Context: an optimization exercise on an open-source flow, tuned for small area, a short achievable clock period and few clock cycles. The choices shown serve that exercise and are no tape-out recipe.
The RTL was checked by simulation tests, not by an equivalence proof against the original design.
Power figures rest on the tool's default switching activity, not on a simulated workload.

### flow/config.mk
export PLATFORM = sky130hd
export DESIGN_NAME = circular_deque_with_value_delete_unit
export DESIGN_NICKNAME = circular_deque_with_value_delete_unit
export VERILOG_FILES = /design/flow/design.v
export SDC_FILE = /design/flow/constraint.sdc
export NUM_CORES = 4
export LEC_CHECK = 0
export CAP_MARGIN = 35
export CORE_MARGIN = 2
export CORE_UTILIZATION = 18
export PLACE_DENSITY = 0.45
export SLEW_MARGIN = 35
### flow/constraint.sdc
create_clock -name core_clock -period 9.0 [get_ports {clk}]
set_input_delay 1.8000 -clock core_clock [delete_from_list [all_inputs] [get_ports {clk}]]
set_output_delay 1.8000 -clock core_clock [all_outputs]
set_load 0.01 [all_outputs]
### flow/design.v
package cdq_pkg;
  localparam int CAPACITY = 16;
  localparam int CAP_W    = (CAPACITY > 1) ? $clog2(CAPACITY) : 1;
  localparam int CNT_W    = $clog2(CAPACITY + 1);
  localparam int VAL_W    = 32;
  localparam logic [2:0] CMD_PUSH_FRONT = 3'd0;
  localparam logic [2:0] CMD_PUSH_BACK  = 3'd1;
  localparam logic [2:0] CMD_POP_FRONT  = 3'd2;
  localparam logic [2:0] CMD_POP_BACK   = 3'd3;
  localparam logic [2:0] CMD_DELETE     = 3'd4;
  localparam logic [2:0] CMD_LIST       = 3'd5;
  localparam logic [1:0] ST_OK      = 2'd0;
  localparam logic [1:0] ST_FULL    = 2'd1;
  localparam logic [1:0] ST_EMPTY   = 2'd2;
  localparam logic [1:0] ST_MISSING = 2'd3;
endpackage
import cdq_pkg::*;
module cdq_cell
(
  input  logic             clk,
  input  logic             sel_l,
  input  logic             sel_r,
  input  logic             sel_b,
  input  logic [VAL_W-1:0] left_val,
  input  logic [VAL_W-1:0] right_val,
  input  logic [VAL_W-1:0] bus_val,
  input  logic [VAL_W-1:0] key,
  output logic [VAL_W-1:0] val,
  output logic             hit
);
  logic [VAL_W-1:0] val_r;
  logic             sel_h;
  assign sel_h = ~(sel_l | sel_r | sel_b);
  always_ff @(posedge clk) begin
    val_r <= ({VAL_W{sel_h}} & val_r)
           | ({VAL_W{sel_l}} & left_val)
           | ({VAL_W{sel_r}} & right_val)
           | ({VAL_W{sel_b}} & bus_val);
  end
  assign val = val_r;
  assign hit = (val_r == key);
endmodule
import cdq_pkg::*;
module circular_deque_with_value_delete_unit
(
  input  logic                    clk,
  input  logic                    rst_n,
  input  logic                    in_valid,
  output logic                    in_ready,
  input  logic [2:0]              in_command,
  input  logic signed [VAL_W-1:0] in_element_value,
  output logic                    out_valid,
  input  logic                    out_ready,
  output logic [1:0]              out_status,
  output logic signed [VAL_W-1:0] out_listed_value,
  output logic                    out_last_result
);
  localparam int N = CAPACITY;
  logic             rq_v;
  logic [2:0]       rq_cmd;
  logic [VAL_W-1:0] rq_val;
  logic             in_ready_r;
  logic [N-1:0]     vld;
  logic [VAL_W-1:0] cell_val [N];
  logic [N-1:0]     cell_hit;
  logic [CAP_W-1:0] idx_r;
  logic             oh_v, ok_v;
  logic [1:0]       oh_st, ok_st;
  logic [VAL_W-1:0] oh_val, ok_val;
  logic             oh_last, ok_last;
  logic accept, go, full, empty;
  logic is_pf, is_pb, is_popf, is_popb, is_del, is_lst;
  logic do_pf, do_pb, do_popf, do_popb, do_del, do_lst;
  logic [N-1:0] at_cnt, at_cm1, hv, mask;
  logic found, lst_last, produce, done;
  logic [N-1:0] sel_l, sel_r, sel_b;
  logic [VAL_W-1:0] bus;
  logic [1:0]       res_st;
  logic [VAL_W-1:0] res_val;
  logic             res_last;
  logic [N:0]       vld_ext;
  assign accept = in_valid && in_ready_r;
  assign go     = rq_v && !ok_v;
  assign full   = vld[N-1];
  assign empty  = !vld[0];
  assign is_pf   = (rq_cmd == CMD_PUSH_FRONT);
  assign is_pb   = (rq_cmd == CMD_PUSH_BACK);
  assign is_popf = (rq_cmd == CMD_POP_FRONT);
  assign is_popb = (rq_cmd == CMD_POP_BACK);
  assign is_del  = (rq_cmd == CMD_DELETE);
  assign is_lst  = (rq_cmd == CMD_LIST);
  assign do_pf   = go && is_pf && !full;
  assign do_pb   = go && is_pb && !full;
  assign do_popf = go && is_popf && !empty;
  assign do_popb = go && is_popb && !empty;
  assign do_del  = go && is_del && found;
  assign do_lst  = go && is_lst && !empty;
  for (genvar j = 0; j < N; j++) begin : g_dec
    if (j == 0) begin : g_first
      assign at_cnt[j] = !vld[j];
    end else begin : g_rest
      assign at_cnt[j] = !vld[j] && vld[j-1];
    end
    if (j == N - 1) begin : g_last
      assign at_cm1[j] = vld[j];
    end else begin : g_restm
      assign at_cm1[j] = vld[j] && !vld[j+1];
    end
  end
  assign hv = cell_hit & vld;
  always_comb begin
    mask[0] = hv[0];
    for (int j = 1; j < N; j++) mask[j] = mask[j-1] | hv[j];
  end
  assign found = mask[N-1];
  assign vld_ext  = {1'b0, vld};
  assign lst_last = !vld_ext[idx_r + 1];
  assign bus = is_lst ? cell_val[0] : rq_val;
  for (genvar j = 0; j < N; j++) begin : g_sel
    if (j == 0) begin : g_first
      assign sel_l[j] = 1'b0;
      assign sel_b[j] = do_pf || (do_pb && at_cnt[j]) || (do_lst && at_cm1[j]);
    end else begin : g_rest
      assign sel_l[j] = do_pf;
      assign sel_b[j] = (do_pb && at_cnt[j]) || (do_lst && at_cm1[j]);
    end
    if (j == N - 1) begin : g_last
      assign sel_r[j] = 1'b0;
    end else begin : g_restr
      assign sel_r[j] = do_popf || (do_del && mask[j]) || (do_lst && !at_cm1[j]);
    end
  end
  for (genvar i = 0; i < N; i++) begin : g_cell
    logic [VAL_W-1:0] left_v;
    logic [VAL_W-1:0] right_v;
    if (i == 0) begin : g_first
      assign left_v = bus;
    end else begin : g_mid_l
      assign left_v = cell_val[i-1];
    end
    if (i == N - 1) begin : g_last
      assign right_v = cell_val[i];
    end else begin : g_mid_r
      assign right_v = cell_val[i+1];
    end
    cdq_cell u_cell (
      .clk       (clk),
      .sel_l     (sel_l[i]),
      .sel_r     (sel_r[i]),
      .sel_b     (sel_b[i]),
      .left_val  (left_v),
      .right_val (right_v),
      .bus_val   (bus),
      .key       (rq_val),
      .val       (cell_val[i]),
      .hit       (cell_hit[i])
    );
  end
  always_comb begin
    res_st   = ST_OK;
    res_val  = '0;
    res_last = 1'b1;
    produce  = go;
    done     = go;
    case (rq_cmd)
      CMD_PUSH_FRONT, CMD_PUSH_BACK: if (full) res_st = ST_FULL;
      CMD_POP_FRONT, CMD_POP_BACK:   if (empty) res_st = ST_EMPTY;
      CMD_DELETE:                    if (!found) res_st = ST_MISSING;
      CMD_LIST: begin
        if (empty) begin
          res_st = ST_EMPTY;
        end else begin
          res_val  = cell_val[0];
          res_last = lst_last;
          done     = go && lst_last;
        end
      end
      default: produce = 1'b0;
    endcase
  end
  logic [N-1:0] vld_nxt;
  always_comb begin
    vld_nxt = vld;
    if (do_pf || do_pb) vld_nxt = {vld[N-2:0], 1'b1};
    if (do_popf || do_popb || do_del) vld_nxt = {1'b0, vld[N-1:1]};
  end
  logic             rq_v_nxt;
  logic [2:0]       rq_cmd_nxt;
  logic [CAP_W-1:0] idx_nxt;
  logic             pop, oh_v_nxt, ok_v_nxt;
  logic [N:0]       vld_nxt_ext;
  assign pop        = oh_v && out_ready;
  assign rq_v_nxt   = accept ? 1'b1 : (done ? 1'b0 : rq_v);
  assign rq_cmd_nxt = accept ? in_command : rq_cmd;
  assign idx_nxt    = accept ? '0 : ((go && is_lst) ? idx_r + 1'b1 : idx_r);
  assign oh_v_nxt   = ok_v || produce || (oh_v && !pop);
  assign ok_v_nxt   = ok_v ? !pop : (produce && oh_v && !pop);
  assign vld_nxt_ext = {1'b0, vld_nxt};
  always_ff @(posedge clk) begin
    if (!rst_n) begin
      rq_v       <= 1'b0;
      in_ready_r <= 1'b1;
      vld        <= '0;
      idx_r      <= '0;
      oh_v       <= 1'b0;
      ok_v       <= 1'b0;
    end else begin
      rq_v       <= rq_v_nxt;
      in_ready_r <= !rq_v_nxt || (!ok_v_nxt && (rq_cmd_nxt != CMD_LIST
                    || !vld_nxt[0] || !vld_nxt_ext[idx_nxt + 1]));
      vld        <= vld_nxt;
      idx_r      <= idx_nxt;
      oh_v       <= oh_v_nxt;
      ok_v       <= ok_v_nxt;
    end
  end
  always_ff @(posedge clk) begin
    if (in_ready_r) begin
      rq_cmd <= in_command;
      rq_val <= in_element_value;
    end
  end
  always_ff @(posedge clk) begin
    if (ok_v) begin
      if (pop) begin
        oh_st   <= ok_st;
        oh_val  <= ok_val;
        oh_last <= ok_last;
      end
    end else if (produce && (!oh_v || pop)) begin
      oh_st   <= res_st;
      oh_val  <= res_val;
      oh_last <= res_last;
    end
    if (produce && oh_v && !pop) begin
      ok_st   <= res_st;
      ok_val  <= res_val;
      ok_last <= res_last;
    end
  end
  assign in_ready         = in_ready_r;
  assign out_valid        = oh_v;
  assign out_status       = oh_st;
  assign out_listed_value = oh_val;
  assign out_last_result  = oh_last;
endmodule
### flow/run.sh
#!/bin/bash
# synth_recipe.tcl (not shown) runs the flow's synth.tcl, then flattens the netlist and writes it again
# the make line also repeats each setting of config.mk as NAME=value (left out here)
make -C /OpenROAD-flow-scripts/flow DESIGN_CONFIG=/design/flow/config.mk WORK_HOME=/design/flow/orfs CLKGATE_MAP_FILE= SYNTH_SCRIPT=/design/flow/synth_recipe.tcl finish
==> reports/metrics.cfg <==
[sta]
holdWs_ps = 526
clock_skew_ps = 32.3
rsz0062_at_grt = no
period_minus_slack_ps = 4840
hold_violations = 0
setup_tns_ps = 0
slew_headroom_pct = 38.5
clock.fmax_mhz = 207
tightest_slew_ps = 905
finalMaxSlewViolations = 0
finalCritPeriodShare_pct = 53.8
setup_viol = 0

[cts]
cts_hold_buf = 0
post_cts_resize_count = 0
cts_htree_levels = 3
insertion_delay_ps = 690
root_buffer = clkbuf_16
clk_pin_slew_worst_paths_ps = 60
cts_tree = done
cts_buffers = 76
cts_setup_buffers = 0
cts_sinks = 641
cts_buffer_depth = 3

[placed_design]
placed_cell_area_um2 = 40700
gp_congestion = 1.00
placed_cells = 6720
post-dp-hpwl_um = 125000
io_buffers = 75

[synthesis]
yosys_warnings = 3
synthFlopType = dfxtp_1
syn_nets = 4256
ys_seq_area_share_pct = 37.9
ys_ff_latch = 641
syn-cell-area_um2 = 36600
synth_edf_count = 105
synth_cell_type_count = 78
syn_inst = 4216
synth.avg_cell_area_um2 = 8.68
synthArstFlopShare_pct = 0

[critical_path]
worstSetupPathType = reg2reg
cp_slowest_cell = or4_4
timing.rr.end = g_cell[10].u_cell.val_r[27]
max_stage_delay_ps = 590
end_kind = register
cp_num_buf_inv = 3
cp.arrival_ps = 5380
crit_required_ps = 9550
cp-start-kind = register
cpMostUsedCell = buf_4
crit_chain = buf_4 > xor2_1 > or4_1 > or4b_1 > or4_4 > nand4_2 > nor4b_4 > a21oi_1 > or3_1 > buf_4 > nor2_2 > buf_4 > a221o_1
crit_family = simple AND/OR/NAND/NOR gates
ff2ff_path_depth = 13
cp_max_fo = 32
ff2ff_setup_slack_ps = 4160
rr_startpoint = rq_val[23]

[min_path]
holdCritPathClass = reg2reg
holdPathEnd = g_cell[4].u_cell.val_r[20]
hold_path.startpoint = g_cell[5].u_cell.val_r[20]
hold_path_depth = 2

[floorplanning]
dieArea_um2 = 207000
rows = 165
io_pins = 76
die_w_um = 455
design.core.area_um2 = 202000
start_util_pct = 18.1
die_h_um = 455

[drt]
post_drt_wl_per_cell_um = 24.3
via_per_inst = 5.01
num_vias = 34364
drcViolationCount = 0
firstDrtPassIters = 6
ant_nets = 0
maxUsedRoutingLayer = met4
wl_met2_um = 78300
drtIter0Drc = 3701
wl_met3_um = 11800
drt-met1-wl_um = 72500
wirelength_um = 167000

[global_route]
grt_pass1_vias = 33266
grt_pass1_wl_um = 239000
antenna_found_initial = 3
track_usage_pct = 15.5
grt-ovfl-total = 0
grt_max_degree = 155

[final_layout]
regArea_um2 = 13900
nNetsFinal = 4168
fin_area_um2 = 43300
drive_gt1_share_pct = 8.53
fill_cells = 22176
layout_commonest_cell = nand2_1
final_util_pct = 21.4
syn2layout_area_growth_pct = 18.3
multi_input_comb_area_um2 = 21800
finalNonFillerCells = 6860
final_cell_mix = nand2_1 (564), dfxtp_1 (535), xor2_1 (348), o21ai_0 (270), a221o_1 (224)

[power]
vdd_drop_max_mv = 0.132
p_leak_nw = 16.0
power_density_nw_per_um2 = 191

[outcome]
status = no timing/DRC/antenna violations

[run]
cap_viol_max_count = 0

[report_power, final]
group | internal, mW | switching, mW | total (mW)
registers | 3.20 | 0.464 | 3.66
clock network | 1.87 | 1.40 | 3.27
logic | 0.474 | 0.875 | 1.35
[cell usage after synthesis (all sizes together), types with 10 or more instances]
cell | instances | area [µm²]
a21boi | 95 | 713
a21oi | 34 | 170
a221o | 224 | 2240
a22oi | 199 | 1490
and2 | 10 | 62.6
and3 | 131 | 825
buf | 96 | 484
clkbuf | 252 | 948
dfxtp | 536 | 10700
edfxtp | 105 | 3150
inv | 10 | 37.5
mux2 | 41 | 462
mux2i | 136 | 1360
nand2 | 564 | 2120
nand2b | 51 | 319
nand3 | 169 | 846
nand4 | 75 | 475
nand4b | 19 | 166
nor2 | 229 | 862
nor2b | 14 | 87.6
nor3 | 28 | 140
nor4 | 154 | 963
nor4b | 10 | 103
o211ai | 126 | 946
o21ai | 275 | 1380
or4 | 16 | 124
xnor2 | 167 | 1460
xor2 | 348 | 3050
[cell families after synthesis]
group / share of synthesized area, %
xor gates and xnor gates: 12.3
adders and majority gates: 0.0342
buffers and inverters: 4.03
muxes: 5.23
AOI/OAI and AO/OA: 20.3
and+or+nand+nor: 20.1
DFF: 37.9
[through the flow]
stage               power, mW  setup slack [ps]
floorplan                4.30              3950
global placement         4.98              4160
detailed placement       5.01              4210
CTS                      8.28              4210
global route             8.54              3980
finish                   8.28              4160
[worst max-delay path by stage]
stage                           from  cells after the start                     endpoint  slack, ps
after detailed placement  rq_val[23]                     13    g_cell[0].u_cell.val_r[7]       4210
after CTS                 rq_val[23]                     13   g_cell[0].u_cell.val_r[25]       4210
after global placement    rq_val[23]                     13    g_cell[0].u_cell.val_r[7]       4160
final                     rq_val[23]                     13  g_cell[10].u_cell.val_r[27]       4160
after floorplan            out_ready                      2                      ok_last       3950
after global routing       rq_val[9]                     13    g_cell[2].u_cell.val_r[0]       3980
[sequential cells by signal (all words and copies together), names as in the netlist]
name / flops
g_cell.u_cell.val_r: 512
oh_val: 32
ok_val: 32
rq_val: 32
vld: 16
idx_r: 4
rq_cmd: 3
oh_st: 2
ok_st: 2
in_ready_r: 1
oh_last: 1
oh_v: 1
ok_last: 1
ok_v: 1
rq_v: 1
[area by class of cell]
cell class | count | share of cell area [%]
inverter | 11 | 0.0953
tap | 2672 | 7.72
clock inverter | 29 | 0.855
clock buffer | 108 | 5.04
antenna | 1 | 0.00578
sequential | 641 | 32.0
timing repair buffer | 182 | 3.83
multi-input combinational | 3216 | 50.4
[metal layers]
| layer | up-vias | GRT usage [%] |
|---|---|---|
| met2 | 1270 | 25.4 |
| met5 | - | 0 |
| met3 | 229 | 2.92 |
| met4 | 0 | 4.52 |
| met1 | 17466 | 20.5 |
| li1 | 15399 | - |
[worst register-to-register path, stage by stage, from the launching register on]
cell	delay, ps
edfxtp_1	330
buf_4	410
xor2_1	270
or4_1	560
or4b_1	540
or4_4	590
nand4_2	210
nor4b_4	120
a21oi_1	190
or3_1	450
buf_4	370
nor2_2	80
buf_4	240
a221o_1	370
Testbench counts, summed over its fixed seeds: cycles 10,347.

==> what the ideal ports hide <==
The results above use ideal ports. As a check the final layout listed here was re-extracted and re-timed, cells and wires unchanged. Step 1: set_driving_cell puts a clkbuf_16 on clk and a buf_2 on each other input, an assumption about the parent block. Step 2 times the ports against the registers' clock, not the clock port: input delays grow and output delays shrink by t, the midpoint of the rising clock arrivals with the driver on. Slacks: ideal ports / drivers / drivers and shift; pairs: ideal ports / drivers.
t, ns: 0.748
setup WS [ns]: 4.162 / 4.162 / 4.162
worst setup path at the end: register to register
slew at the worst register clock pin (ns): 0.07 / 0.07
After both steps setup and hold are still met in this run. The setup slack of this run moves by 0.000 ns with the drivers and by 0.000 ns with both steps.
